This is an optimization exercise on Yosys and OpenROAD, whose aim is a short achievable clock period and few clock cycles, not a production implementation.
Only simulation tests tie the RTL to the original design; equivalence was not proved.

## run A
// simdCore
module simdCore (
    input wire clk,
    input wire rst,
    input wire [18-1:0] instr,
    input wire ack,
    input wire [16-1:0] rdata,
    output logic [10-1:0] instrAddr,
    output logic req,
    output logic [10+16:0] memReq,
    output logic done
);
export LEC_CHECK = 0
export ABC_CLOCK_PERIOD_IN_PS = 2500
export CAP_MARGIN = 20
export CORE_MARGIN = 2
export CORE_UTILIZATION = 30
export PLACE_DENSITY = 0.5
export SETUP_SLACK_MARGIN = 5
export SLEW_MARGIN = 20
create_clock -name core_clock -period 8.0 [get_ports {clk}]
run.sh (not shown) runs the stock make flow with config.mk's settings and CLKGATE_MAP_FILE= SYNTH_SCRIPT=/design/flow/synth_recipe.tcl, a recipe that flattens the netlist after the stock synthesis.
What the final checks of run A revealed, after a flow that finished every stage, was a layout that fails on capacitance limit, slew limit.
Testbench counts of run A, summed over its fixed seeds: cycles 11,345.
> inputs changed (run A -> run B)
--- a/flow/design.v
+++ b/flow/design.v
@@ -251,15 +251,13 @@
         for (int i = 0; i < DD; i++)
         begin
             slotNoPop[i] = !dV[i] && ((i == 0) || dV[(i + DD - 1) % DD]);
             slotPop[i] = dV[i] && ((i == DD - 1) || !dV[(i + 1) % DD]);
         end
     end
-    logic [11:0] lateW;
-    assign lateW = (wbValid ? wbDest : 12'd0) | (m2Valid ? m2Dest : 12'd0);
-    assign hazR = |(rTouch & busy) || |((rASel | rBSel) & writtenE) || (rStore && |(rASel & lateW));
+    assign hazR = |(rTouch & busy) || |((rASel | rBSel) & writtenE);
     assign wReady = wReadyR;
     assign conflict = |(rTouch & dTouchAll) || ((rLoad || rStore) && dHasMem);
     assign rIssue = !wReady && !hazR && !conflict && !((rLoad || rStore) && qFull) && !rHalt;
     assign rDefer = (hazR || conflict) && !rHalt && !dV[DD-1];
     assign advance = rIssue || rDefer;
     assign iW = wReady;
@@ -299,13 +297,12 @@
             hTouch = dTouch[0]; hASel = dASel[0]; hBSel = dBSel[0]; hStore = dOp[0][1]; hMem = dOp[0][2] || dOp[0][1];
         end
     end
     logic hOld, hIssue, portIdle;
     assign portIdle = !req && !ack;
     assign hOld = |(hTouch & ((pending & ~portDest) | (eMul ? eWSel : 12'd0)))
-               || (hStore && |(hASel & ((eAluWe ? eWSel : 12'd0) | (m1Valid ? m1Dest : 12'd0))))
                || (hMem && !portIdle && qV[QD-1]);
     assign hIssue = ((iMul || iLoad) && |(hTouch & iWSel)) || (iAlu && |((hASel | hBSel) & iWSel))
                  || (hMem && (iLoad || iStore) && !portIdle && qV[QD-2]);
     assign wReadyN = (rDefer || dV[1] || (dV[0] && !wReady))
                    && !hOld && !(!ldNow && |(hTouch & pending & portDest))
                    && !(iFire && hIssue);
@@ -387,31 +384,29 @@
             writtenE <= (iFire && iAlu) ? iWSel : 12'd0;
         end
     end
     assign busyN = pendingNext | ((iFire && iMul) ? iWSel : 12'd0) | (eMul ? eWSel : 12'd0);
     assign pendingNext = (pending & ~(ldNow ? portDest : 12'd0)) | ((iMem && iLoad) ? iWSel : 12'd0);
     logic [15:0] rdValA, rdValB, stData, valA, valB;
-    logic [15:0] rdRA, rdRB, rdWA, rdWB, stR, stW;
+    logic [15:0] rdRA, rdRB, rdWA, rdWB;
     always_comb
     begin
         for (int i = 0; i < 12; i++)
             regNext[i] = (wbValid && wbDest[i]) ? wbData : (m2Valid && m2Dest[i]) ? mulRes : regs[i];
-        rdRA = '0; rdRB = '0; stR = '0;
-        rdWA = '0; rdWB = '0; stW = '0;
+        rdRA = '0; rdRB = '0;
+        rdWA = '0; rdWB = '0;
         for (int i = 0; i < 12; i++)
         begin
             rdRA = rdRA | (rASel[i] ? regNext[i] : 16'd0);
             rdRB = rdRB | (rBSel[i] ? regNext[i] : 16'd0);
-            stR = stR | (rASel[i] ? regs[i] : 16'd0);
             rdWA = rdWA | (dASel[0][i] ? regNext[i] : 16'd0);
             rdWB = rdWB | (dBSel[0][i] ? regNext[i] : 16'd0);
-            stW = stW | (dASel[0][i] ? regs[i] : 16'd0);
         end
         rdValA = iW ? rdWA : rdRA;
         rdValB = iW ? rdWB : rdRB;
-        stData = iW ? stW : stR;
+        stData = rdValA;
     end
     assign valA = rdValA;
     assign valB = iUseImm ? iImm : rdValB;
     always_ff @(posedge clk)
     begin
         if (rst)
Run A was larger in final cell area than run B.
Comparing run A and run B, least setup slack across all paths after layout is lower on run A.
Re worst hold slack across all endpoints: run A was lower than run B.
Run B: PASS, flow complete, no timing, DRC or antenna violations
The run showing the smaller number of non-filler instances in the completed layout is run B.
Number of well taps: higher on run A
From run A to run B the numbers moved as follows: count of clock-buffer cells in the layout now sits higher; area share of and/or/nand/nor cells after synthesis now sits higher.
Relative to run A, time the worst path needs with I/O delays and setup has decreased by 0.033 ns in run B.
In run B the half-perimeter wire length of the detailed placement result turned out 5.5% higher than in run A.
Run B vs run A: met2 track utilization from global routing down in run B
The final reports for run B and run A show number of instances in the synthesized netlist lower in the former.
Looking at max-cap check violation count, run B sits below run A.
Testbench counts of run B, summed over its fixed seeds: cycles 11,316.

==> static timing again, ports no longer ideal <==
The results above use ideal ports. As a check the final layouts listed here were re-extracted and re-timed, cells and wires unchanged.
Step 1 (the two cells are an assumption about what drives the block):
set clk [get_ports {clk}]
set_driving_cell -lib_cell sky130_fd_sc_hd__clkbuf_16 $clk
set_driving_cell -lib_cell sky130_fd_sc_hd__buf_2 [delete_from_list [all_inputs] $clk]
Step 2 times the ports against the registers' clock, not the clock port: input delays grow and output delays shrink by t, the midpoint of the rising clock arrivals with the driver on.
Three values: ideal ports, drivers, drivers and shift; two values: the first two.
run | t, ns | slack for setup (ns) | worst setup path at the end | pins driven straight from the clock port
run A | 0.923 | 4.628 / 4.628 / 3.851 | input to register | 1
run B | 0.879 | 4.661 / 4.661 / 4.175 | input to register | 1
The setup slack of run A, which loses most, moves by 0.000 ns with the drivers and by -0.777 ns with both steps.
